Context: an optimization exercise on an open-source flow, tuned for small area and a short achievable clock period. The choices shown serve that exercise and are no tape-out recipe.
Function was checked by simulation only, so behaviour that the tests miss may differ from the original.
No activity file was given, so power comes from the tool's default toggle rates.

==> flow/abc_speed.script <==
&get -n; &st; &syn2; &dch; &nf -R 1000; &put; topo; stime -c
==> config.mk <==
export PLATFORM = sky130hd
export DESIGN_NAME = stage1_top
export DESIGN_NICKNAME = stage1_top
export VERILOG_FILES = /design/flow/design.v
export SDC_FILE = /design/flow/constraint.sdc
export NUM_CORES = 4
export LEC_CHECK = 0
export CAP_MARGIN = 20
export CORE_MARGIN = 2
export CORE_UTILIZATION = 25
export PLACE_DENSITY = 0.35
export SLEW_MARGIN = 20
==> constraint.sdc <==
create_clock -name core_clock -period 22.0 [get_ports {clk}]
set_input_delay 4.4000 -clock core_clock [delete_from_list [all_inputs] [get_ports {clk}]]
set_output_delay 4.4000 -clock core_clock [all_outputs]
set_load 0.01 [all_outputs]
==> standard.sh <==
#!/bin/bash
# synth_recipe.tcl (not shown) runs the flow's synth.tcl, then flattens the netlist and writes it again
# the make line also repeats each setting of config.mk as NAME=value (left out here)
make -C /OpenROAD-flow-scripts/flow DESIGN_CONFIG=/design/flow/config.mk WORK_HOME=/design/flow/orfs CLKGATE_MAP_FILE= SYNTH_SCRIPT=/design/flow/synth_recipe.tcl "${@:-finish}"
==> design.v <==
module stage1_top (
	input logic clk,
	input logic arst_n,
	input logic ins_new_en, ins_new_1_vld, ins_new_2_vld,
	input logic [4-1:0] ins_1_des, ins_1_s1, ins_1_s2,
	input logic [4-1:0] ins_1_op,
	input logic [4-1:0] ins_1_ime,
	input logic [4-1:0] ins_2_des, ins_2_s1, ins_2_s2,
	input logic [4-1:0] ins_2_op,
	input logic [4-1:0] ins_2_ime,
	input logic ins_back_1, ins_back_2, ins_back_3, ins_back_4,
	input logic [4-1:0] ins_back_1_des, ins_back_2_des, ins_back_3_des, ins_back_4_des,
	input logic flush_en,
	input logic [3-1:0] flush_id,
	input logic [16-1:0] flush_reg,
	output logic entry_full, entry_empty, branch_full,
	output logic out_1_vld,
	output logic [4-1:0] out_1_des, out_1_s1, out_1_s2,
	output logic [4-1:0] out_1_op,
	output logic [3-1:0] out_1_branch,
	output logic [4-1:0] out_1_ime,
	output logic out_2_vld,
	output logic [4-1:0] out_2_des, out_2_s1, out_2_s2,
	output logic [4-1:0] out_2_op,
	output logic [3-1:0] out_2_branch,
	output logic [4-1:0] out_2_ime,
	output logic out_3_vld,
	output logic [4-1:0] out_3_des, out_3_s1, out_3_s2,
	output logic [4-1:0] out_3_op,
	output logic [3-1:0] out_3_branch,
	output logic [4-1:0] out_3_ime,
	output logic out_4_vld,
	output logic [4-1:0] out_4_des, out_4_s1, out_4_s2,
	output logic [4-1:0] out_4_op,
	output logic [3-1:0] out_4_branch,
	output logic [4-1:0] out_4_ime
);
	localparam int EW = 4 + 3 * 4 + 4 + 3;
	logic [EW-1:0] m [8];       
	logic [7:0] st;             
	logic [3:0] pm;             
	logic [4:0] sa;             
	logic [9:0] sw;             
	logic [9:0] os;             
	logic [3:0] ov;             
	logic ef, ee, bf;           
	logic [3-1:0] tag_ctr;
	logic [16-1:0] busy;
	function automatic int widx(input int j, input int k);
		widx = (j == 0) ? k : (j == 1) ? 4 + k : (j == 2) ? 7 + k : 9;
	endfunction
	function automatic logic [4:0] therm4(input logic [3:0] b);
		therm4[0] = 1'b1;
		therm4[1] = |b;
		therm4[2] = (b[0] & b[1]) | (b[0] & b[2]) | (b[0] & b[3]) | (b[1] & b[2]) | (b[1] & b[3]) | (b[2] & b[3]);
		therm4[3] = (b[0] & b[1] & b[2]) | (b[0] & b[1] & b[3]) | (b[0] & b[2] & b[3]) | (b[1] & b[2] & b[3]);
		therm4[4] = &b;
	endfunction
	logic [4:0] sel [8];
	always_comb begin
		for (int j = 0; j < 8; j++)
			for (int k = 0; k <= 4; k++)
				sel[j][k] = (j + k >= 8) ? 1'b0 : (j + k >= 4) ? sa[k] : sw[widx(j, k) % 10];
	end
	logic [EW-1:0] l [8];
	logic [7:0] lv;             
	always_comb begin
		for (int j = 0; j < 8; j++) begin
			l[j] = '0;
			lv[j] = 1'b0;
			for (int k = 0; k <= 4; k++) begin
				if (j + k < 8 && sel[j][k] && (j == 7 || st[j + k]))
					l[j] = l[j] | m[j + k];
				if (j + k < 8 && sel[j][k])
					lv[j] = lv[j] | st[j + k];
			end
		end
	end
	logic [3:0] w_vld, elig, im, w_wr;
	logic [4-1:0] w_des [4], w_s1 [4], w_s2 [4];
	always_comb begin
		for (int k = 0; k < 4; k++) begin
			w_vld[k] = lv[k];
			{w_des[k], w_s1[k], w_s2[k]} = l[k][EW-4-1 -: 3 * 4];
			w_wr[k] = l[k][EW-1 -: 4] != 4'h0;
		end
	end
	always_comb begin
		for (int k = 0; k < 4; k++) begin
			elig[k] = w_vld[k] && !busy[w_s1[k]] && !busy[w_s2[k]] && !busy[w_des[k]];
			for (int j = 0; j < k; j++) begin
				if (w_vld[j] && w_wr[j] &&
				    (w_des[j] == w_s1[k] || w_des[j] == w_s2[k] || w_des[j] == w_des[k]))
					elig[k] = 1'b0;
			end
		end
	end
	assign im = flush_en ? '0 : elig;
	logic [16-1:0] busy_nxt;
	always_comb begin
		for (int r = 0; r < 16; r++) begin
			logic clr, set;
			clr = (ins_back_1 && ins_back_1_des == 4'(r)) || (ins_back_2 && ins_back_2_des == 4'(r)) ||
			      (ins_back_3 && ins_back_3_des == 4'(r)) || (ins_back_4 && ins_back_4_des == 4'(r)) ||
			      (flush_en && flush_reg[r]);
			set = 1'b0;
			for (int k = 0; k < 4; k++)
				set = set || (elig[k] && w_wr[k] && w_des[k] == 4'(r));
			busy_nxt[r] = (set && !flush_en) || (busy[r] && !clr);
		end
	end
	logic [4:0] pc [5];         
	logic [4:0] ne;             
	logic [4:0] sa_e, sa_nxt;
	logic [9:0] sw_e, os_e, sw_nxt, os_nxt;
	logic [3:0] ov_e, ov_nxt;
	always_comb begin
		pc[0] = 5'b00001;
		for (int i = 0; i < 4; i++)
			pc[i + 1] = elig[i] ? {pc[i][3:0], 1'b0} : pc[i];
		ne = therm4(elig);
		sa_e = ne & ~{1'b0, ne[4:1]};
		for (int j = 0; j < 4; j++)
			for (int k = 0; j + k < 4; k++) begin
				sw_e[widx(j, k)] = !elig[j + k] && pc[j + k][k];
				os_e[widx(k, j)] = elig[j + k] && pc[j + k][k];
			end
		ov_e = ne[4:1];
		sa_nxt = flush_en ? 5'b00001 : sa_e;
		sw_nxt = flush_en ? 10'b1010010001 : sw_e;
		os_nxt = flush_en ? 10'b0 : os_e;
		ov_nxt = flush_en ? 4'b0 : ov_e;
	end
	logic br_1, br_2, accept;
	logic [3-1:0] tag_inc1, tag_inc2;
	logic [EW-1:0] e_1, e_2;
	assign br_1 = ins_new_1_vld && ins_1_op == 4'hf;
	assign br_2 = ins_new_2_vld && ins_2_op == 4'hf;
	assign accept = ins_new_en && !flush_en && !ef && !((br_1 || br_2) && bf);
	assign tag_inc1 = {tag_ctr[2] ^ (tag_ctr[1] & tag_ctr[0]), tag_ctr[1] ^ tag_ctr[0], !tag_ctr[0]};
	assign tag_inc2 = {tag_ctr[2] ^ tag_ctr[1], !tag_ctr[1], tag_ctr[0]};
	assign e_1 = {ins_1_op, ins_1_des, ins_1_s1, ins_1_s2, ins_1_ime, tag_ctr};
	assign e_2 = {ins_2_op, ins_2_des, ins_2_s1, ins_2_s2, ins_2_ime, br_1 ? tag_inc1 : tag_ctr};
	logic [7:0] hit, keep;
	always_comb begin
		logic h;
		h = 1'b0;
		for (int j = 0; j < 8; j++) begin
			hit[j] = lv[j] && l[j][3-1:0] == flush_id;
			h = h || hit[j];
			keep[j] = lv[j] && !h;
		end
	end
	logic a1, a2, b1, b2;
	assign a1 = accept && (ins_new_1_vld || ins_new_2_vld);
	assign a2 = accept && ins_new_1_vld && ins_new_2_vld;
	assign b1 = accept && (br_1 || br_2);
	assign b2 = accept && br_1 && br_2;
	logic [7:0] st_nxt;
	logic [3-1:0] tag_nxt;
	logic [EW-1:0] m_nxt [8];
	always_comb begin
		for (int j = 0; j < 8; j++) begin
			if (j == 7) begin
				if (lv[j])
					m_nxt[j] = l[j];
				else if (lv[j - 1] && ins_new_1_vld)
					m_nxt[j] = e_1;
				else
					m_nxt[j] = e_2;
			end else begin
				m_nxt[j] = l[j];
				if (!lv[j] && (j == 0 || lv[(j + 7) & 7]) && ins_new_1_vld)
					m_nxt[j] = m_nxt[j] | e_1;
				else if (!lv[j])
					m_nxt[j] = m_nxt[j] | e_2;
			end
		end
		if (flush_en)
			st_nxt = keep;
		else if (a2)
			st_nxt = {lv[5:0], 2'b11};
		else if (a1)
			st_nxt = {lv[6:0], 1'b1};
		else
			st_nxt = lv;
		if (flush_en)
			tag_nxt = flush_id;
		else if (b2)
			tag_nxt = tag_inc2;
		else if (b1)
			tag_nxt = tag_inc1;
		else
			tag_nxt = tag_ctr;
	end
	logic [7:0] lbv;            
	logic [4:0] tx, ty, tz;     
	logic [8:0] p4;             
	logic bge2, bge3, bge4;
	logic ef_nxt, ee_nxt, bf_nxt;
	always_comb begin
		for (int j = 0; j < 8; j++)
			lbv[j] = lv[j] && l[j][EW-1 -: 4] == 4'hf;
		tx = therm4(lbv[7:4]);
		ty = therm4(lbv[3:0] & ~elig);
		tz = therm4(lbv[3:0]);
		bge2 = tx[2] | (tx[1] & ty[1]) | ty[2];
		bge3 = tx[3] | (tx[2] & ty[1]) | (tx[1] & ty[2]) | ty[3];
		bge4 = tx[4] | (tx[3] & ty[1]) | (tx[2] & ty[2]) | (tx[1] & ty[3]) | ty[4];
		p4 = '0;
		p4[4] = tz[4];
		p4[5] = tz[4] | (tz[3] & lbv[4]);
		p4[6] = p4[5] | (tz[2] & lbv[4] & lbv[5]) | (tz[3] & lbv[5]);
		for (int j = 7; j <= 8; j++) begin
			logic [4:0] tp;
			tp = therm4(lbv[7:4] & 4'((1 << (j - 4)) - 1));
			p4[j] = tz[4] | (tz[3] & tp[1]) | (tz[2] & tp[2]) | (tz[1] & tp[3]) | tp[4];
		end
		if (flush_en) begin
			ef_nxt = keep[6];
			ee_nxt = !keep[0];
			bf_nxt = p4[8] && !(|(hit & ~p4[7:0]));
		end else begin
			ef_nxt = (lv[7] && !ne[2]) || (lv[6] && !lv[7] && !ne[1]) ||
			         (lv[5] && !lv[6] && ((a1 && !ne[1]) || (a2 && !ne[2]))) ||
			         (lv[4] && !lv[5] && a2 && !ne[1]);
			ee_nxt = !a1 && !lv[4] && elig == lv[3:0];
			bf_nxt = bge4 || (b1 && bge3) || (b2 && bge2);
		end
	end
	always_ff @(posedge clk or negedge arst_n) begin
		if (!arst_n) begin
			st <= '0;
			ov <= '0;
			ef <= 1'b0;
			ee <= 1'b1;
			bf <= 1'b0;
			tag_ctr <= '0;
			busy <= '0;
		end else begin
			st <= st_nxt;
			ov <= ov_nxt;
			ef <= ef_nxt;
			ee <= ee_nxt;
			bf <= bf_nxt;
			tag_ctr <= tag_nxt;
			busy <= busy_nxt;
		end
	end
	always_ff @(posedge clk) begin
		pm <= im;
		sa <= sa_nxt;
		sw <= sw_nxt;
		os <= os_nxt;
		for (int j = 0; j < 8; j++)
			m[j] <= m_nxt[j];
	end
	assign entry_empty = ee;
	assign entry_full = ef;
	assign branch_full = bf;
	logic [EW-1:0] o [4];
	always_comb begin
		for (int k = 0; k < 4; k++) begin
			o[k] = '0;
			for (int i = k; i < 4; i++)
				if (os[widx(k, i - k)])
					o[k] = o[k] | m[i];
		end
	end
	assign {out_4_vld, out_3_vld, out_2_vld, out_1_vld} = ov;
	assign {out_1_op, out_1_des, out_1_s1, out_1_s2, out_1_ime, out_1_branch} = o[0];
	assign {out_2_op, out_2_des, out_2_s1, out_2_s2, out_2_ime, out_2_branch} = o[1];
	assign {out_3_op, out_3_des, out_3_s1, out_3_s2, out_3_ime, out_3_branch} = o[2];
	assign {out_4_op, out_4_des, out_4_s1, out_4_s2, out_4_ime, out_4_branch} = o[3];
endmodule
==> flow/run.sh <==
#!/bin/bash
# The standard layout with three changes: synthesis maps with an ABC script
# that recovers area (flow/abc_speed.script, in a copy of the ORFS scripts),
# the port buffers are buf_2 cells, and timing repair aims at a setup slack
# margin well above zero (the clock and constraints are the design's).
set -euo pipefail
here=$(pwd)
rm -rf "$here/scripts"
cp -r "$FLOW_HOME/scripts" "$here/scripts"
cp "$here/flow/abc_speed.script" "$here/scripts/abc_speed.script"
bash standard.sh SCRIPTS_DIR="$here/scripts" \
	BUFFER_PORTS_ARGS="-buffer_cell sky130_fd_sc_hd__buf_2" \
	SETUP_SLACK_MARGIN=15.8 > "$here/standard.log" 2>&1
==> results of run 1 <==
[worst min-delay path, stage by stage (launching register included)]
cell,delay [ns]
dfxtp_1,0.33
a222oi_1,0.07
nand2_1,0.06
[final cells by class]
| type | count | share of cell area |
|---|---|---|
| inverter | 39 | 0.00742 |
| multi-input combinational | 1905 | 0.554 |
| clock inverter | 10 | 0.00666 |
| timing repair buffer | 268 | 0.0836 |
| clock buffer | 53 | 0.0511 |
| sequential | 243 | 0.246 |
| tap | 873 | 0.0514 |
| antenna | 2 | 0.000236 |
[kinds of logic (layout without fill, tap and decap cells)]
kind of cell | Yosys count | in the layout | share of synthesized area
and+or+nand+nor | 1018 | 1018 | 0.272
AOI/OAI and AO/OA | 728 | 728 | 0.324
DFF | 243 | 243 | 0.306
xor gates and xnor gates | 95 | 95 | 0.0491
muxes | 59 | 59 | 0.0362
buffers and inverters | 39 | 370 | 0.00863
adders and majority gates | 5 | 5 | 0.00369
other | 0 | 2 | 0
[stage by stage]
stage | hold WS (ns) | cell area, um2 | std cells | utilization | power, uW
4_1_cts | 0.486 | 21000 | 3384 | 0.313 | 2930
5_1_grt | 0.519 | 21200 | 3391 | 0.316 | 3120
3_5_place_dp | 0.470 | 19600 | 3309 | 0.291 | 2290
3_3_place_gp | 0.465 | 19600 | 3309 | 0.291 | 2280
6_report | 0.486 | 21200 | 3393 | 0.316 | 2980
2_1_floorplan | 0.448 | 17000 | 2187 | - | 1620
[metal layers]
layer	routed length [um]	part of all wire	track usage
met1	47200	0.43	0.407
met2	48200	0.44	0.466
met3	11200	0.10	0.0766
met4	3910	0.035	0.108
met5	41	0.00037	0
[cell usage after synthesis (all sizes together), types with 17 or more instances]
library cell / count / area share
a222oi: 153 / 0.090
xnor2: 65 / 0.034
nand2: 488 / 0.11
o21ai: 95 / 0.028
a21oi: 88 / 0.026
nand4: 36 / 0.013
a22o: 27 / 0.014
nand3: 106 / 0.031
dfrtp: 33 / 0.049
o211ai: 18 / 0.0080
a22oi: 177 / 0.078
a31oi: 17 / 0.0063
and2: 65 / 0.024
mux2i: 41 / 0.024
nor3: 38 / 0.011
nor2: 161 / 0.036
and3: 51 / 0.019
a221o: 34 / 0.020
xor2: 30 / 0.015
dfxtp: 193 / 0.23
o22ai: 41 / 0.015
clkinv: 39 / 0.0086
mux2: 18 / 0.012
[path summary, 6_finish.rpt]
check,from,endpoint,slack (ns),cells after the start
worst min register to register,m[0][3],m[0][3],0.49,2
min in group asynchronous,arst_n,ov[3],4.01,1
max in group asynchronous,arst_n,busy[13],17.30,1
worst max-delay path,os[4],out_2_s1[1],15.65,5
worst max register to register,st[2],busy[2],16.35,17
worst min-delay path,m[0][3],m[0][3],0.49,2
[power by group through the flow]
stage,sequential [uW],clock [uW],combinational (uW)
2_1_floorplan,837,0,786
3_3_place_gp,975,0,1310
3_5_place_dp,968,0,1320
4_1_cts,959,626,1340
5_1_grt,995,642,1490
6_report,973,613,1390
[registers in the layout, summed over array words and instances (netlist names)]
name	flops
tag_ctr	3
os	10
st	8
busy	16
ov	4
ee	1
sa	5
m	184
ef	1
sw	10
bf	1
[what timing repair did]
action                                  CTS  global route
gates cloned                              0             2
gates resized for setup                  32            18
endpoints found under the setup margin  195            96
pin swaps                                26            15
setup buffers                            12             5
==> flow_summary.json, run 1 <==
{
  "crit_chain": "buf_6 > clkbuf_16 > a222oi_1 > clkinv_1 > buf_2",
  "timing.final.ws_setup_ns": 15.65,
  "finClkSkew_ns": 0.0255,
  "ys.flop_type": "dfxtp_1",
  "place_ws_ns": 14.48,
  "nNetsFinal": 2582,
  "worstPathMaxFanout": 7,
  "crit_required_ns": 17.60,
  "cts_tree": "yes",
  "core_um2": 67200,
  "seqCellArea_um2": 5220,
  "synth_seq_cells": 243,
  "multiInputGateArea_um2": 11800,
  "worst_pin_slew_ns": 1.20,
  "grt_pass1_wl_mm": 155,
  "grtUsageTotal": 0.302,
  "wl_mm": 111,
  "wire_per_inst_um": 32.6,
  "ir_drop_uv": 54.3,
  "critPathTopFamily": "buffers and inverters",
  "power_density_nw_per_um2": 140,
  "maxCapViolCount": 0,
  "numCtsBuffers": 35,
  "grt-ovfl-total": 0,
  "drtIter0Drc": 2952,
  "cts_root_buf": "clkbuf_16",
  "intPower_uw": 1500,
  "initial_core_util": 0.252,
  "yosysSeqAreaShare": 0.306,
  "worstSkewPairLatency_ns": 0.56,
  "syn2layout_area_growth_pct": 25.3,
  "layout_common_cells": "nand2_1 (488), dfxtp_1 (187), buf_2 (179), a22oi_1 (177), nor2_1 (158)",
  "dr.pass1.iters": 7,
  "finalMaxSlewViolations": 0,
  "period_minus_slack_ns": 6.35,
  "clockBufferDepth": 3,
  "drc": 0,
  "detail_route.vias_per_cell": 6.33,
  "die_y_um": 264,
  "p_leak_uw": 0.00844,
  "syn_area_um2": 17000,
  "status": "finished clean",
  "switchingPower_uw": 1480,
  "routed-via-count": 21500,
  "synth-edff-count": 16,
  "relSlewSlack": 0.179,
  "rows": 95,
  "power_frac_clock": 0.206,
  "synth_nets": 2277,
  "chipWidth_um": 264,
  "clk_pin_slew_ns": 0.06,
  "h-tree-depth": 2,
  "yosysWarnings": 30,
  "gp_congestion": 0.877,
  "hp-class": "reg -> reg",
  "seq_power_share": 0.326,
  "endpoint_kind": "primary output",
  "pwr-share-comb": 0.468,
  "antenna_found_initial": 5,
  "syn_avg_cell_area_um2": 7.75,
  "final_common_cell": "nand2_1",
  "port-buffer-count": 183,
  "fmax_ghz": 0.158,
  "die-area_um2": 69900,
  "swShare": 0.497,
  "path_class": "reg -> out",
  "netlist_instances": 2187,
  "setup_violations": 0,
  "pin_count": 184,
  "drive_gt1_frac": 0.142,
  "dp_hpwl_mm": 70.2,
  "fill_cells": 7162,
  "cp_num_buf_inv": 4,
  "hold_viol": 0,
  "setup-tns-final_ns": 0,
  "cts_sinks": 243,
  "cp_slowest_cell": "dfxtp_4",
  "cp-start-kind": "flip-flop",
  "ant_nets": 0,
  "synth_cell_types": 57,
  "critical-path-max-stage-delay_ns": 0.41,
  "cp.arrival_ns": 1.95,
  "fin_crit_sh": 0.289,
  "rsz0062_at_grt": "true",
  "synthArstFlopShare": 0.140,
  "cts_hold_buffers": 0,
  "grt_max_degree": 54,
  "grt_pass1_vias": 20600
}
==> run 2, diff against run 1 <==
--- a/flow/run.sh
+++ b/flow/run.sh
@@ -10,4 +10,4 @@
 cp "$here/flow/abc_speed.script" "$here/scripts/abc_speed.script"
 bash standard.sh SCRIPTS_DIR="$here/scripts" \
 	BUFFER_PORTS_ARGS="-buffer_cell sky130_fd_sc_hd__buf_2" \
-	SETUP_SLACK_MARGIN=15.8 > "$here/standard.log" 2>&1
+	SETUP_SLACK_MARGIN=15.5 > "$here/standard.log" 2>&1
==> flow/abc_speed.script (replaced) <==
&get -n; &st; &dch; &nf -R 1000; &dch; &nf -R 1000; &put; topo; stime -c
==> run 2 against run 1 <==
Net effect: critical path depth shrank 1; clock power shrank 12%; largest cell class unchanged; non-clock buffer count shrank 24; die area shrank 1.9%; worst setup slack lost 0.13 ns; sequential share of layout area grew 1.2 points; via count shrank 1.9%; register-to-register slack gained 0.03 ns; largest power group unchanged; combinational power grew 9%; cell count shrank 2.5%.
==> flow_summary.json, run 2 <==
{
  "grtUsageTotal": 0.302,
  "gp_congestion": 0.884,
  "antenna_found_initial": 1,
  "cts_sinks": 243,
  "worstPathMaxFanout": 12,
  "synth_top_area_frac": 0.232,
  "largest_reg_flops": 184,
  "worst_pin_slew_ns": 1.16,
  "r2r_cells": 16,
  "wire_per_inst_um": 32.1,
  "setup-tns-final_ns": 0,
  "drive_gt1_frac": 0.126,
  "synth.area.top_cells": "dfxtp_1 (23%), a222oi_1 (11%), nand2_1 (10%)",
  "ant_nets": 0,
  "grt_pass1_vias": 20300,
  "post-synth-top-count-cell": "nand2_1",
  "hold_viol": 0,
  "grt-ovfl-total": 0,
  "rsz0062_at_grt": "true",
  "nNetsFinal": 2512,
  "pin_count": 184,
  "detail_route.vias_per_cell": 6.37,
  "fill_cells": 7079,
  "synth_nets": 2232,
  "die-area_um2": 68600,
  "syn_area_um2": 16600,
  "hold_path_depth": 2,
  "regMostFlops": "m",
  "fin_crit_sh": 0.295,
  "yosysWarnings": 30,
  "clockBufferDepth": 3,
  "power_density_nw_per_um2": 150,
  "r2r-end": "bf",
  "fmax_ghz": 0.154,
  "drc": 0,
  "core_um2": 65700,
  "synth-edff-count": 16,
  "maxCapViolCount": 0,
  "grt_pass1_wl_mm": 150,
  "finalPower_uw": 3020,
  "dr.pass1.iters": 10,
  "die_y_um": 262,
  "drtIter0Drc": 3172,
  "relSlewSlack": 0.225,
  "cp.arrival_ns": 2.08,
  "period_minus_slack_ns": 6.48,
  "netlist_instances": 2142,
  "wl_mm": 106,
  "finClkSkew_ns": 0.0236,
  "synth.top_cells.by_count": "nand2_1 (457), nor2_1 (231), dfxtp_1 (193)",
  "p_leak_uw": 0.00798,
  "numCtsBuffers": 34,
  "status": "finished clean",
  "ir_drop_uv": 56.4,
  "synth_area_leader_cell": "dfxtp_1",
  "endpoint_kind": "primary output",
  "yosysSeqAreaShare": 0.313,
  "reg_top3": "m x184, busy x16",
  "worstSkewPairLatency_ns": 0.55,
  "path_class": "reg -> out",
  "chipWidth_um": 262,
  "grt_max_degree": 42,
  "h-tree-depth": 2,
  "post_cts_buffers": 0,
  "cts_root_buf": "clkbuf_16",
  "synth_cell_types": 53,
  "syn2layout_area_growth_pct": 21.5,
  "finalMaxSlewViolations": 0,
  "layout_common_cells": "nand2_1 (457), nor2_1 (225), dfxtp_1 (191), a222oi_1 (183), buf_2 (183)",
  "synthArstFlopShare": 0.140,
  "hold_start": "m[5][3]",
  "crit_required_ns": 17.60,
  "ys.flop_type": "dfxtp_1",
  "rows": 94,
  "initial_core_util": 0.253,
  "synth_seq_cells": 243,
  "timing.rr.start": "st[6]",
  "n_antenna_cell": 0,
  "rrSetupSlack_ns": 16.38,
  "hold_end": "m[5][3]",
  "dp_hpwl_mm": 67.6,
  "cts_hold_buffers": 0,
  "cp-start-kind": "flip-flop",
  "port-buffer-count": 183,
  "routed-via-count": 21100,
  "setup_violations": 0,
  "syn_avg_cell_area_um2": 7.76,
  "cts_tree": "yes",
  "hp-class": "reg -> reg",
  "clk_pin_slew_ns": 0.06,
  "final_common_cell": "nand2_1"
}
## run 2: changes by cell type after synthesis, moves of 12 or more
cell	previous run	this run
nand3_1	106	78
a22oi_1	177	113
a222oi_1	153	183
a221o_1	34	86
mux2i_1	41	6
a32oi_1	15	3
nor2_1	161	231
mux2_1	18	0
o21ai_0	95	124
and3_1	51	39
a21oi_1	88	46
nand2_1	488	457
## run 2: where the power goes
| part | leakage (uW) | internal [uW] | switching, uW |
|---|---|---|---|
| registers | 0.00225 | 654 | 311 |
| logic | 0.00523 | 495 | 1020 |
| clock network | 0.000497 | 316 | 226 |
| total | 0.00798 | 1460 | 1560 |
## run 2: worst max-delay path by stage
stage                        startpoint              end  slack (ns)  depth (start not counted)
after floorplan             ins_1_op[3]            st[3]       15.85                          9
after global placement    ins_new_1_vld               ee       15.32                         10
after detailed placement  ins_new_1_vld               ee       15.26                         10
after CTS                         os[0]  out_1_branch[2]       15.50                          4
after global routing              os[4]     out_2_des[0]       15.49                          4
final                             os[0]  out_1_branch[0]       15.52                          4
## run 2: layer usage
metal | up-vias | global-route usage | wire [um] | share of wire
li1 | 9112 | - | - | -
met1 | 10400 | 0.398 | 44100 | 0.41
met2 | 1311 | 0.477 | 47200 | 0.44
met3 | 275 | 0.0570 | 9820 | 0.092
met4 | 2 | 0.140 | 5190 | 0.049
met5 | - | 0 | 10 | 0.000094
## run 2: cell type report
type                       instances  area [um2]  area share
multi-input combinational       1859       11300       0.562
sequential                       243        5200       0.258
timing repair buffer             244        1390      0.0688
tap                              864        1080      0.0535
clock buffer                      55         981      0.0486
inverter                          40         150     0.00744
clock inverter                     4        47.5     0.00235
## run 2: kinds of logic (layout without fill, tap and decap cells)
| logic type | Yosys count | in the layout | share of synthesized area |
|---|---|---|---|
| and+or+nand+nor | 1035 | 1035 | 0.281 |
| muxes | 6 | 6 | 0.00361 |
| xor gates and xnor gates | 88 | 88 | 0.0464 |
| DFF | 243 | 243 | 0.313 |
| adders and majority gates | 5 | 5 | 0.00376 |
| AOI/OAI and AO/OA | 725 | 725 | 0.344 |
| buffers and inverters | 40 | 343 | 0.00903 |
## run 2: stage by stage
stage | instances | area (um2) | worst slack [ns] | hold WS, ns | util
floorplan | 2142 | 16600 | 15.85 | 0.484 | -
finish | 3309 | 20200 | 15.52 | 0.531 | 0.307
global route | 3309 | 20200 | 15.49 | 0.561 | 0.307
CTS | 3309 | 20200 | 15.50 | 0.531 | 0.307
global placement | 3250 | 19100 | 15.32 | 0.511 | 0.291
detailed placement | 3250 | 19100 | 15.26 | 0.517 | 0.291
## run 2: critical path: stages (launching register included)
cell and delay (ns):
dfxtp_2 0.46, buf_6 0.25, a222oi_1 0.52, nand2_1 0.11, buf_2 0.16
## run 2: timing repair
item,4_1_cts,5_1_grt
setup endpoints to repair,15,4
cloned,0,0
resized for setup,2,5
pin swaps,1,3
==> run 3, diff against run 2 <==
--- a/design.v
+++ b/design.v
@@ -260,12 +260,14 @@
 	assign branch_full = bf;
 	logic [EW-1:0] o [4];
 	always_comb begin
-		for (int k = 0; k < 4; k++) begin
+		for (int k = 0; k < 2; k++) begin
 			o[k] = '0;
 			for (int i = k; i < 4; i++)
 				if (os[widx(k, i - k)])
 					o[k] = o[k] | m[i];
 		end
+		o[2] = os[widx(2, 0)] ? m[2] : m[3];
+		o[3] = m[3];
 	end
 	assign {out_4_vld, out_3_vld, out_2_vld, out_1_vld} = ov;
 	assign {out_1_op, out_1_des, out_1_s1, out_1_s2, out_1_ime, out_1_branch} = o[0];
==> run 3 against run 2 <==
Net effect: still clean on timing, DRC and antenna; critical path type unchanged; sequential power hardly changed; sequential share of layout area about the same; highest routed layer is now met4; largest power group unchanged; worst hold slack gained 0.015 ns; cell area down 0.50%; core utilization about the same; total power grew 1.1%; critical path depth did not move; area after synthesis is 0.83% lower; cell count fell by 2.0%; worst setup slack gained 0.0091 ns; fmax up 0.14%.
==> flow_summary.json, run 3 <==
{
  "gp_congestion": 0.926,
  "crit_chain": "buf_6 > a222oi_1 > clkinv_1 > buf_2",
  "initial_core_util": 0.252,
  "synth_nets": 2175,
  "routed-via-count": 20800,
  "cp-start-kind": "flip-flop",
  "h-tree-depth": 2,
  "clockBufferDepth": 3,
  "synth_cell_types": 54,
  "layout_common_cells": "nand2_1 (485), dfxtp_1 (186), buf_2 (183), a222oi_1 (171), nor2_1 (154)",
  "synth_top_area_frac": 0.232,
  "status": "finished clean",
  "dp_hpwl_mm": 65.5,
  "drtIter0Drc": 3169,
  "fin_crit_sh": 0.294,
  "nNetsFinal": 2443,
  "hold_path_depth": 2,
  "swShare": 0.506,
  "intPower_uw": 1510,
  "yosys.area_share.simple": 0.254,
  "fmax_ghz": 0.155,
  "yosysSeqAreaShare": 0.313,
  "ant_nets": 0,
  "grt-ovfl-total": 0,
  "pwr-share-comb": 0.491,
  "hp-class": "reg -> reg",
  "syn_area_um2": 16500,
  "synthAdderAreaFrac": 0.00379,
  "synth_seq_cells": 241,
  "die_y_um": 261,
  "synth-edff-count": 16,
  "post-synth-top-count-cell": "nand2_1",
  "synthArstFlopShare": 0.141,
  "period_minus_slack_ns": 6.47,
  "wire_per_inst_um": 32.2,
  "cts_hold_buffers": 0,
  "drive_gt1_frac": 0.132,
  "wl_mm": 104,
  "p_leak_uw": 0.00785,
  "finalMaxSlewViolations": 0,
  "power_frac_clock": 0.192,
  "port-buffer-count": 183,
  "cts_sinks": 241,
  "hold_viol": 0,
  "largest_reg_flops": 184,
  "grt_pass1_wl_mm": 147,
  "setup_violations": 0,
  "synth_area_leader_cell": "dfxtp_1",
  "cp.arrival_ns": 2.07,
  "synth_top_family_by_area": "compound AO/OA/AOI/OAI gates",
  "ir_drop_uv": 58.1,
  "grt_max_degree": 60,
  "clk_pin_slew_ns": 0.06,
  "crit_required_ns": 17.60,
  "finalPower_uw": 3050,
  "chipWidth_um": 261,
  "hold_end": "m[5][3]",
  "detail_route.vias_per_cell": 6.41,
  "core_um2": 65500,
  "grtUsageTotal": 0.297,
  "ys.flop_type": "dfxtp_1",
  "regMostFlops": "m",
  "grt_pass1_vias": 19700,
  "synthXorXnorAreaFrac": 0.0468,
  "numCtsBuffers": 35,
  "rrSetupSlack_ns": 16.55,
  "critical-path-max-stage-delay_ns": 0.68,
  "die-area_um2": 68000,
  "seq_power_share": 0.317,
  "path_class": "reg -> out",
  "switchingPower_uw": 1550,
  "relSlewSlack": 0.203,
  "dr.pass1.iters": 8,
  "syn_avg_cell_area_um2": 7.91,
  "antenna_found_initial": 0,
  "cts_tree": "yes",
  "hold_start": "m[6][3]",
  "maxCapViolCount": 0,
  "fin_area_um2": 20100,
  "cts_root_buf": "clkbuf_16",
  "yosysWarnings": 30,
  "dpl_cell_area_um2": 18900,
  "worstSkewPairLatency_ns": 0.55,
  "pin_count": 184,
  "drc": 0,
  "power_density_nw_per_um2": 152,
  "endpoint_kind": "primary output",
  "reg_top3": "m x184, busy x16, sw x10",
  "r2r-end": "busy[12]",
  "syn2layout_area_growth_pct": 21.9,
  "synth.area.top_cells": "dfxtp_1 (23%), nand2_1 (11%), a222oi_1 (10%)",
  "synthMuxAreaShare": 0.0266,
  "rows": 94,
  "r2r_cells": 17,
  "synth.top_cells.by_count": "nand2_1 (485), dfxtp_1 (191), a222oi_1 (171)",
  "finClkSkew_ns": 0.0222,
  "worst_pin_slew_ns": 1.19,
  "worstPathMaxFanout": 23,
  "final_common_cell": "nand2_1",
  "rsz0062_at_grt": "false",
  "setup-tns-final_ns": 0,
  "timing.rr.start": "st[5]",
  "synth_compound_area_frac": 0.346,
  "cp_slowest_cell": "a222oi_1",
  "netlist_instances": 2085
}
-- run 3: cell type report --
type | instances | area, um2
flip-flops and latches | 241 | 5170
diodes | 2 | 5.00
multi-input cells | 1799 | 11200
fillers | 7023 | 45400
clock inverters | 5 | 75.1
clock buffers | 57 | 1080
inverters | 45 | 169
repair buffers | 231 | 1280
well taps | 864 | 1080
-- run 3: worst max-delay path by stage --
| stage | start | to | depth (start not counted) |
|---|---|---|---|
| 6_report | os[4] | out_2_des[1] | 4 |
| 5_1_grt | flush_id[0] | ef | 12 |
| 4_1_cts | os[0] | out_1_des[0] | 3 |
| 3_5_place_dp | ins_new_1_vld | st[5] | 10 |
| 3_3_place_gp | ins_new_1_vld | st[5] | 10 |
| 2_1_floorplan | ins_1_op[2] | st[5] | 9 |
-- run 3: timing repair --
action                                 4_1_cts  5_1_grt
endpoints found under the hold margin        0        0
setup endpoints to repair                   19       13
resized for setup                            4        5
buffers inserted                             0        0
pin swaps                                    1        2
-- run 3: power groups by stage --
| stage | combinational [uW] | clock, uW | sequential [uW] |
|---|---|---|---|
| final | 1500 | 588 | 968 |
| after global routing | 1590 | 612 | 989 |
| after detailed placement | 1460 | 0 | 961 |
| after floorplan | 839 | 0 | 845 |
| after CTS | 1470 | 600 | 953 |
| after global placement | 1450 | 0 | 965 |
-- run 3: routing by layer --
| metal | wire length (um) | global-route usage | vias up |
|---|---|---|---|
| li1 | - | - | 8923 |
| met4 | 4970 | 0.128 | 0 |
| met1 | 44300 | 0.399 | 10300 |
| met3 | 9290 | 0.0524 | 279 |
| met5 | 0 | 0.00285 | - |
| met2 | 45900 | 0.465 | 1325 |
-- run 3: per-stage QoR --
step | hold WS, ns | setup slack, ns | instances | util
after floorplan | 0.484 | 15.59 | 2085 | -
after global placement | 0.527 | 14.76 | 3180 | 0.289
after detailed placement | 0.531 | 14.78 | 3180 | 0.289
after CTS | 0.541 | 15.50 | 3242 | 0.306
after global routing | 0.582 | 15.51 | 3242 | 0.307
final | 0.546 | 15.53 | 3244 | 0.307
-- run 3: kinds of logic (layout without fill, tap and decap cells) --
group,count (synthesis),in the layout
other cells,0,2
fa+ha+maj,5,5
mux,39,39
simple gates,940,940
buf+inv,45,338
compound gates,727,727
flops,241,241
xor+xnor,88,88
-- run 3: critical path: cells and delay by family, from the launching register on --
family / cells / cell delay (ns)
flip-flops: 1 / 0.31
buffers and inverters: 3 / 0.53
AO/OA/AOI/OAI: 1 / 0.68
==> run 4, diff against run 3 <==
--- a/config.mk
+++ b/config.mk
@@ -8,5 +8,7 @@
 export CAP_MARGIN = 20
 export CORE_MARGIN = 2
 export CORE_UTILIZATION = 25
+export CTS_CLUSTER_DIAMETER = 100
+export CTS_CLUSTER_SIZE = 30
 export PLACE_DENSITY = 0.35
 export SLEW_MARGIN = 20
==> run 4 against run 3 <==
Net effect: critical endpoint unchanged; clock-buffer cell count decreased by 35; still clean; cell area decreased by 2.3%; first-iteration DRC count increased by 5.2%; highest routed layer is now met5; routed wire length decreased by 0.80%; critical path depth unchanged; global-route usage decreased by 0.28 points; area after synthesis unchanged; worst hold slack improved by 0.0013 ns; combinational power about the same.
==> flow_summary.json, run 4 <==
{
  "gp_congestion": 0.926,
  "finalMaxSlewViolations": 0,
  "synth.top_cells.by_count": "nand2_1 (485), dfxtp_1 (191), a222oi_1 (171)",
  "synth-edff-count": 16,
  "wl_mm": 104,
  "clockBufferDepth": 3,
  "crit_required_ns": 17.60,
  "hold_viol": 0,
  "syn2layout_area_growth_pct": 19.1,
  "post-route-util": 0.300,
  "post-synth-top-count-cell": "nand2_1",
  "numCtsBuffers": 20,
  "timing.rr.start": "st[5]",
  "syn_area_um2": 16500,
  "p_leak_uw": 0.00762,
  "cp-endpoint": "out_2_des[1]",
  "final_common_cell": "nand2_1",
  "grt_pass1_wl_mm": 146,
  "hp-class": "reg -> reg",
  "worstPathMaxFanout": 23,
  "dp.cells": 3180,
  "endpoint_kind": "primary output",
  "port-buffer-count": 183,
  "r2r_cells": 17,
  "syn_avg_cell_area_um2": 7.91,
  "dp_hpwl_mm": 65.5,
  "grt-ovfl-total": 0,
  "ys.flop_type": "dfxtp_1",
  "period_minus_slack_ns": 6.50,
  "r2r-end": "busy[12]",
  "grt_max_degree": 60,
  "pin_count": 184,
  "cp-start-kind": "flip-flop",
  "ant_nets": 0,
  "critPathLaunch": "os[4]",
  "die_y_um": 261,
  "synth_nets": 2175,
  "regMostFlops": "m",
  "yosysSeqAreaShare": 0.313,
  "layout_common_cells": "nand2_1 (485), dfxtp_1 (186), buf_2 (183), a222oi_1 (171), nor2_1 (154)",
  "drtIter0Drc": 3333,
  "synth.area.top_cells": "dfxtp_1 (23%), nand2_1 (11%), a222oi_1 (10%)",
  "status": "finished clean",
  "netlist_instances": 2085,
  "stdcell_count": 3217,
  "synthArstFlopShare": 0.141,
  "cp.arrival_ns": 2.10,
  "fmax_ghz": 0.154,
  "path_class": "reg -> out",
  "worst_pin_slew_ns": 1.17,
  "cts_root_buf": "clkbuf_16",
  "cts_tree": "yes",
  "rsz0062_at_grt": "false",
  "finClkSkew_ns": 0.0690,
  "maxCapViolCount": 0,
  "cts_sinks": 241,
  "reg_top3": "m x184, busy x16, sw x10",
  "synth_top_area_frac": 0.232,
  "wire_per_inst_um": 32.2,
  "power_density_nw_per_um2": 146,
  "yosysWarnings": 30,
  "worstSkewPairLatency_ns": 0.60,
  "synth_area_leader_cell": "dfxtp_1",
  "ir_drop_uv": 62.8,
  "detail_route.vias_per_cell": 6.41,
  "drc": 0,
  "relSlewSlack": 0.212,
  "core_um2": 65500,
  "setup_violations": 0,
  "rows": 94,
  "grt_pass1_vias": 19500,
  "antenna_found_initial": 2,
  "synth_cell_types": 54,
  "initial_core_util": 0.252,
  "chipWidth_um": 261,
  "die-area_um2": 68000,
  "drive_gt1_frac": 0.127,
  "rrSetupSlack_ns": 16.56,
  "largest_reg_flops": 184,
  "fin_crit_sh": 0.295,
  "routed-via-count": 20600,
  "synth_seq_cells": 241,
  "dr.pass1.iters": 10,
  "grtUsageTotal": 0.294,
  "cts_hold_buffers": 0,
  "h-tree-depth": 1,
  "setup-tns-final_ns": 0,
  "nNetsFinal": 2428,
  "clk_pin_slew_ns": 0.10
}
==> run 4: layer usage <==
metal,track usage,up-vias,part of all wire
met5,0.0107,-,0.00083
met4,0.116,5,0.045
met3,0.0470,264,0.091
met2,0.464,1297,0.44
met1,0.399,10200,0.42
li1,-,8869,-
==> run 4: layout make-up <==
type                    instances  area (um2)
fillers                      7068       45900
multi-input cells            1799       11200
flip-flops and latches        241        5170
repair buffers                231        1290
well taps                     864        1080
clock buffers                  22         508
clock inverters                14         186
inverters                      45         169
diodes                          1        2.50
==> run 4: worst min-delay path by stage <==
| stage | from | end | slack [ns] | depth (start not counted) |
|---|---|---|---|---|
| after floorplan | m[6][3] | m[5][3] | 0.48 | 2 |
| after detailed placement | m[6][16] | m[5][16] | 0.53 | 2 |
| final | m[6][3] | m[5][3] | 0.55 | 2 |
| after global routing | m[6][16] | m[5][16] | 0.59 | 2 |
| after global placement | m[5][15] | m[5][15] | 0.53 | 2 |
| after CTS | m[6][16] | m[5][16] | 0.55 | 2 |
==> run 4: per-stage QoR <==
stage	cell area (um2)	power [uW]	hold slack [ns]	setup slack (ns)
after global placement	18900	2420	0.527	14.76
after global routing	19600	3010	0.592	15.50
after detailed placement	18900	2420	0.531	14.78
after floorplan	16500	1680	0.484	15.59
final	19600	2870	0.547	15.50
after CTS	19600	2840	0.546	15.51
==> run 4: cells by family (layout without fill, tap and decap cells) <==
kind of cell | Yosys count | count (layout) | synth area share
mux | 39 | 39 | 0.0266
fa+ha+maj | 5 | 5 | 0.00379
compound gates | 727 | 727 | 0.346
flops | 241 | 241 | 0.313
xor+xnor | 88 | 88 | 0.0468
other cells | 0 | 1 | 0
simple gates | 940 | 940 | 0.254
buf+inv | 45 | 312 | 0.0102
==> run 4: power breakdown <==
| group | switching (uW) | total, uW | internal [uW] |
|---|---|---|---|
| logic | 993 | 1490 | 502 |
| clock network | 218 | 409 | 191 |
| registers | 320 | 966 | 645 |
| total | 1530 | 2870 | 1340 |
==> run 4: critical path, stage by stage, from the launching register on <==
cell      delay (ns)
dfxtp_1         0.33
buf_12          0.19
a222oi_1        0.68
clkinv_1        0.14
buf_2           0.17
==> run 4: timing repair <==
item | 4_1_cts | 5_1_grt
endpoints found under the hold margin | 0 | 0
setup buffers | 0 | 0
pin swaps | 1 | 2
endpoints found under the setup margin | 40 | 14
gates resized for setup | 7 | 3
==> run 5, diff against run 4 <==
--- a/config.mk
+++ b/config.mk
@@ -5,10 +5,10 @@
 export SDC_FILE = /design/flow/constraint.sdc
 export NUM_CORES = 4
 export LEC_CHECK = 0
-export CAP_MARGIN = 20
+export CAP_MARGIN = 10
 export CORE_MARGIN = 2
 export CORE_UTILIZATION = 25
 export CTS_CLUSTER_DIAMETER = 100
 export CTS_CLUSTER_SIZE = 30
 export PLACE_DENSITY = 0.35
-export SLEW_MARGIN = 20
+export SLEW_MARGIN = 10
==> run 5 against run 4 <==
Net effect: fmax did not move; worst setup slack stayed put; sequential share of layout area stayed put; register-to-register slack about the same; routed wire length is the same; synthesized cell count stayed put; clock-buffer cell count unchanged; combinational power is essentially flat; critical path depth is the same; critical path type unchanged; critical endpoint unchanged; largest cell class unchanged; largest power group unchanged.
==> flow_summary.json, run 5 <==
{
  "nNetsFinal": 2428,
  "intPower_uw": 1340,
  "power_frac_clock": 0.143,
  "antenna_found_initial": 2,
  "ir_drop_uv": 62.8,
  "hold_viol": 0,
  "syn_avg_cell_area_um2": 7.91,
  "fin_area_um2": 19600,
  "grt_pass1_wl_mm": 146,
  "p_leak_uw": 0.00762,
  "pin_count": 184,
  "setup_violations": 0,
  "seq_power_share": 0.336,
  "largest_reg_flops": 184,
  "status": "finished clean",
  "drc": 0,
  "gp_congestion": 0.926,
  "endpoint_kind": "primary output",
  "synth_nets": 2175,
  "die-area_um2": 68000,
  "cp-start-kind": "flip-flop",
  "clockBufferDepth": 3,
  "fill_cells": 7068,
  "ant_nets": 0,
  "netlist_instances": 2085,
  "period_minus_slack_ns": 6.50,
  "synth_area_leader_cell": "dfxtp_1",
  "grt_pass1_vias": 19500,
  "dr.pass1.iters": 10,
  "rows": 94,
  "cts_hold_buffers": 0,
  "wl_mm": 104,
  "dp_hpwl_mm": 65.5,
  "synthArstFlopShare": 0.141,
  "synth_cell_types": 54,
  "ys.flop_type": "dfxtp_1",
  "yosysWarnings": 30,
  "reg_top3": "m x184, busy x16, sw x10",
  "port-buffer-count": 183,
  "dpl_cell_area_um2": 18900,
  "syn_area_um2": 16500,
  "worstSkewPairLatency_ns": 0.60,
  "swShare": 0.534,
  "regMostFlops": "m",
  "grt_max_degree": 60,
  "clk_pin_slew_ns": 0.10,
  "drtIter0Drc": 3333,
  "syn2layout_area_growth_pct": 19.1,
  "wire_per_inst_um": 32.2,
  "initial_core_util": 0.252,
  "post-route-util": 0.300,
  "routed-via-count": 20600,
  "worst_pin_slew_ns": 1.17,
  "fin_crit_sh": 0.295,
  "power_density_nw_per_um2": 146,
  "cts_sinks": 241,
  "yosysSeqAreaShare": 0.313,
  "fmax_ghz": 0.154,
  "relSlewSlack": 0.212,
  "setup-tns-final_ns": 0,
  "maxCapViolCount": 0,
  "drive_gt1_frac": 0.127,
  "synth-edff-count": 16,
  "layout_common_cells": "nand2_1 (485), dfxtp_1 (186), buf_2 (183), a222oi_1 (171), nor2_1 (154)",
  "chipWidth_um": 261,
  "cp.arrival_ns": 2.10,
  "die_y_um": 261,
  "synth_seq_cells": 241,
  "grtUsageTotal": 0.294,
  "switchingPower_uw": 1530,
  "rsz0062_at_grt": "false",
  "pwr-share-comb": 0.521,
  "synth_top_area_frac": 0.232,
  "synth.area.top_cells": "dfxtp_1 (23%), nand2_1 (11%), a222oi_1 (10%)",
  "path_class": "reg -> out",
  "worstPathMaxFanout": 23,
  "finClkSkew_ns": 0.0690,
  "fin_hold_ws_ns": 0.547,
  "post-synth-top-count-cell": "nand2_1",
  "final_common_cell": "nand2_1",
  "grt-ovfl-total": 0,
  "numCtsBuffers": 20,
  "finalMaxSlewViolations": 0,
  "hp-class": "reg -> reg",
  "crit_required_ns": 17.60,
  "synth.top_cells.by_count": "nand2_1 (485), dfxtp_1 (191), a222oi_1 (171)",
  "core_um2": 65500,
  "h-tree-depth": 1,
  "detail_route.vias_per_cell": 6.41,
  "cts_root_buf": "clkbuf_16",
  "cts_tree": "yes"
}
==> run 5: cell counts after synthesis <==
Identical to the previous run, type by type.
==> run 5: what timing repair did <==
item / 4_1_cts / 5_1_grt
pin swaps: 1 / 2
buffers inserted: 0 / 0
endpoints found under the setup margin: 40 / 14
gates resized for setup: 7 / 3
==> run 5: routing by layer <==
metal	up-vias	wire (um)	GRT usage	part of all wire
li1	8869	-	-	-
met1	10200	43700	0.399	0.42
met2	1297	45700	0.464	0.44
met3	264	9460	0.0470	0.091
met4	5	4630	0.116	0.045
met5	-	86	0.0107	0.00083
==> run 5: power groups by stage <==
stage          sequential [uW]  clock, uW  combinational [uW]
2_1_floorplan              845          0                 839
3_3_place_gp               965          0                1450
3_5_place_dp               961          0                1460
4_1_cts                    952        417                1470
5_1_grt                    988        430                1590
6_report                   966        409                1490
==> run 5: cells by family after synthesis <==
group / synth area share
compound gates: 0.346
xor+xnor: 0.0468
fa+ha+maj: 0.00379
buf+inv: 0.0102
flops: 0.313
mux: 0.0266
simple gates: 0.254
==> run 5: final cells by class <==
type / count / area (um2) / area share
Timing Repair Buffer: 231 / 1290 / 0.0657
Antenna cell: 1 / 2.50 / 0.000127
Inverter: 45 / 169 / 0.00861
Clock inverter: 14 / 186 / 0.00950
Multi-Input combinational cell: 1799 / 11200 / 0.572
Sequential cell: 241 / 5170 / 0.264
Clock buffer: 22 / 508 / 0.0259
Tap cell: 864 / 1080 / 0.0551
==> run 5: critical path, cell delays in order (launching register included) <==
cell and delay [ns]:
dfxtp_1 0.33, buf_12 0.19, a222oi_1 0.68, clkinv_1 0.14, buf_2 0.17
==> run 5: final timing paths <==
check	startpoint	to	slack (ns)	depth (start not counted)
max in group asynchronous	arst_n	busy[8]	17.49	1
setup reg to reg	st[5]	busy[12]	16.56	17
setup / recovery	os[4]	out_2_des[1]	15.50	4
min in group asynchronous	arst_n	ov[0]	3.94	1
hold reg to reg	m[6][3]	m[5][3]	0.55	2
hold / removal	m[6][3]	m[5][3]	0.55	2
==> run 5: metrics by stage <==
stage	total power (uW)	setup WS (ns)	cells
after floorplan	1680	15.59	2085
after global placement	2420	14.76	3180
after detailed placement	2420	14.78	3180
after CTS	2840	15.51	3216
after global routing	3010	15.50	3216
final	2870	15.50	3217
==> run 6, diff against run 5 <==
--- a/config.mk
+++ b/config.mk
@@ -8,7 +8,5 @@
 export CAP_MARGIN = 10
 export CORE_MARGIN = 2
 export CORE_UTILIZATION = 25
-export CTS_CLUSTER_DIAMETER = 100
-export CTS_CLUSTER_SIZE = 30
 export PLACE_DENSITY = 0.35
 export SLEW_MARGIN = 10
==> run 6 against run 5 <==
Net effect: still clean on timing, DRC and antenna; sequential share of layout area shrank 0.61 points; register-to-register slack is essentially flat; via count grew 0.98%; fmax grew 0.41%; worst hold slack lost 0.0013 ns; area after synthesis is the same; sequential cell count is the same; clock-buffer cell count grew 35; total power grew 6.4%; synthesized cell count is the same; critical path type unchanged; largest power group unchanged; highest routed layer is now met4.
==> flow_summary.json, run 6 <==
{
  "cts_hold_buffers": 0,
  "post-synth-top-count-cell": "nand2_1",
  "synth-edff-count": 16,
  "r2r-end": "busy[12]",
  "ys.flop_type": "dfxtp_1",
  "syn_avg_cell_area_um2": 7.91,
  "pin_count": 184,
  "hold_end": "m[5][3]",
  "timing.rr.start": "st[5]",
  "synth_seq_cells": 241,
  "stdcell_count": 3244,
  "rows": 94,
  "cp-start-kind": "flip-flop",
  "worst_pin_slew_ns": 1.19,
  "setup-tns-final_ns": 0,
  "netlist_instances": 2085,
  "drtIter0Drc": 3169,
  "synth_cell_types": 54,
  "numCtsBuffers": 35,
  "die-area_um2": 68000,
  "cts_sinks": 241,
  "cp_num_cells": 4,
  "clk_pin_slew_ns": 0.06,
  "wire_per_inst_um": 32.2,
  "grt_pass1_wl_mm": 147,
  "syn2layout_area_growth_pct": 21.9,
  "ir_drop_uv": 58.1,
  "regMostFlops": "m",
  "syn_area_um2": 16500,
  "rrSetupSlack_ns": 16.55,
  "synth_nets": 2175,
  "finalPower_uw": 3050,
  "hold_viol": 0,
  "initial_core_util": 0.252,
  "reg_top3": "m x184, busy x16, sw x10",
  "p_leak_uw": 0.00785,
  "period_minus_slack_ns": 6.47,
  "critPathTopFamily": "compound AO/OA/AOI/OAI gates",
  "hold_path_depth": 2,
  "synth_area_leader_cell": "dfxtp_1",
  "post_cts_buffers": 0,
  "fmax_ghz": 0.155,
  "final_common_cell": "nand2_1",
  "yosysSeqAreaShare": 0.313,
  "grt_max_degree": 60,
  "fin_crit_sh": 0.294,
  "endpoint_kind": "primary output",
  "rsz0062_at_grt": "false",
  "clockBufferDepth": 3,
  "relSlewSlack": 0.203,
  "detail_route.vias_per_cell": 6.41,
  "antenna_found_initial": 0,
  "dr.pass1.iters": 8,
  "core_um2": 65500,
  "dp_hpwl_mm": 65.5,
  "hp-class": "reg -> reg",
  "hold_start": "m[6][3]",
  "cts_tree": "yes",
  "largest_reg_flops": 184,
  "cts_root_buf": "clkbuf_16",
  "die_y_um": 261,
  "r2r_cells": 17,
  "crit_chain": "buf_6 > a222oi_1 > clkinv_1 > buf_2",
  "cp_slowest_cell": "a222oi_1",
  "port-buffer-count": 183,
  "ant_nets": 0,
  "nNetsFinal": 2443,
  "routed-via-count": 20800,
  "drc": 0,
  "grt-ovfl-total": 0,
  "setup_violations": 0,
  "chipWidth_um": 261,
  "cp.arrival_ns": 2.07,
  "path_class": "reg -> out",
  "finalMaxSlewViolations": 0,
  "cp_num_buf_inv": 3,
  "critical-path-max-stage-delay_ns": 0.68,
  "synth_top_area_frac": 0.232,
  "maxCapViolCount": 0,
  "synthArstFlopShare": 0.141,
  "dp.cells": 3180,
  "crit_required_ns": 17.60,
  "h-tree-depth": 2,
  "worstSkewPairLatency_ns": 0.55,
  "status": "finished clean",
  "wl_mm": 104,
  "power_density_nw_per_um2": 152,
  "gp_congestion": 0.926,
  "grtUsageTotal": 0.297,
  "synth.area.top_cells": "dfxtp_1 (23%), nand2_1 (11%), a222oi_1 (10%)",
  "worstPathMaxFanout": 23,
  "yosysWarnings": 30,
  "layout_common_cells": "nand2_1 (485), dfxtp_1 (186), buf_2 (183), a222oi_1 (171), nor2_1 (154)",
  "synth.top_cells.by_count": "nand2_1 (485), dfxtp_1 (191), a222oi_1 (171)",
  "drive_gt1_frac": 0.132,
  "finClkSkew_ns": 0.0222,
  "grt_pass1_vias": 19700
}
==> run 6: layout make-up <==
class	count	area [um2]
fill	7023	45400
clock buffer	57	1080
sequential	241	5170
inverter	45	169
antenna	2	5.00
clock inverter	5	75.1
timing repair buffer	231	1280
tap	864	1080
multi-input combinational	1799	11200
==> run 6: cells by family (layout without fill, tap and decap cells) <==
kind of cell,count (synthesis),after routing,synth area share
fa+ha+maj,5,5,0.00379
xor+xnor,88,88,0.0468
flops,241,241,0.313
mux,39,39,0.0266
other cells,0,2,0
compound gates,727,727,0.346
buf+inv,45,338,0.0102
simple gates,940,940,0.254
==> run 6: power by group <==
part | switching (uW) | leakage [uW] | internal [uW]
Clock | 228 | 0.000566 | 359
Sequential | 321 | 0.00223 | 647
Combinational | 997 | 0.00505 | 501
Total | 1550 | 0.00785 | 1510
==> run 6: worst max path at each step <==
stage,start,endpoint,slack [ns]
after floorplan,ins_1_op[2],st[5],15.59
after global placement,ins_new_1_vld,st[5],14.76
after detailed placement,ins_new_1_vld,st[5],14.78
after CTS,os[0],out_1_des[0],15.50
after global routing,flush_id[0],ef,15.51
final,os[4],out_2_des[1],15.53
==> run 6: what timing repair did <==
action	CTS	global route
pin swaps	1	2
endpoints found under the hold margin	0	0
resized for setup	4	5
setup endpoints to repair	19	13
==> run 6: layer usage <==
layer | GRT usage | up-vias | wire (um)
li1 | - | 8923 | -
met1 | 0.399 | 10300 | 44300
met2 | 0.465 | 1325 | 45900
met3 | 0.0524 | 279 | 9290
met4 | 0.128 | 0 | 4970
met5 | 0.00285 | - | 0
==> run 6: stage by stage <==
step	util	setup slack (ns)	hold slack [ns]	cell area (um2)
after floorplan	-	15.59	0.484	16500
after global placement	0.289	14.76	0.527	18900
after detailed placement	0.289	14.78	0.531	18900
after CTS	0.306	15.50	0.541	20100
after global routing	0.307	15.51	0.582	20100
final	0.307	15.53	0.546	20100
==> run 6: worst min-delay path, delay by kind of cell (launching register included) <==
family	cells	cell delay (ns)
and+or+nand+nor	2	0.13
DFF	1	0.36

## what the ideal ports hide
The results above use ideal ports. As a check the final layouts listed here were re-extracted and re-timed, cells and wires unchanged. Step 1 sets driving cells, clkbuf_16 on the clock port and buf_2 on the other inputs (assumed; they add their load-dependent delay and slew). Step 2 moves the port delays by t, midway between the first and last clock arrival at a register: inputs arrive t later, outputs are due t later. That takes back most of the time a late clock gives input paths. Slacks: ideal ports / drivers / drivers and shift; pairs: ideal ports / drivers.
run	t (ns)	setup WS [ns]	worst setup path after step 2	slew at the worst register clock pin (ns)
run 1	0.612	15.653 / 15.587 / 15.178	input to register	0.06 / 0.06
run 2	0.609	15.519 / 15.453 / 15.181	input to register	0.07 / 0.07
run 3	0.613	15.528 / 15.459 / 15.134	input to register	0.06 / 0.06
run 4	0.629	15.502 / 15.437 / 15.116	input to register	0.10 / 0.10
run 5	0.629	15.502 / 15.437 / 15.116	input to register	0.10 / 0.10
run 6	0.613	15.528 / 15.459 / 15.134	input to register	0.06 / 0.06
After both steps every run listed still meets setup and hold. The setup slack of run 1, which loses most, moves by -0.066 ns with the drivers and by -0.475 ns with both steps.
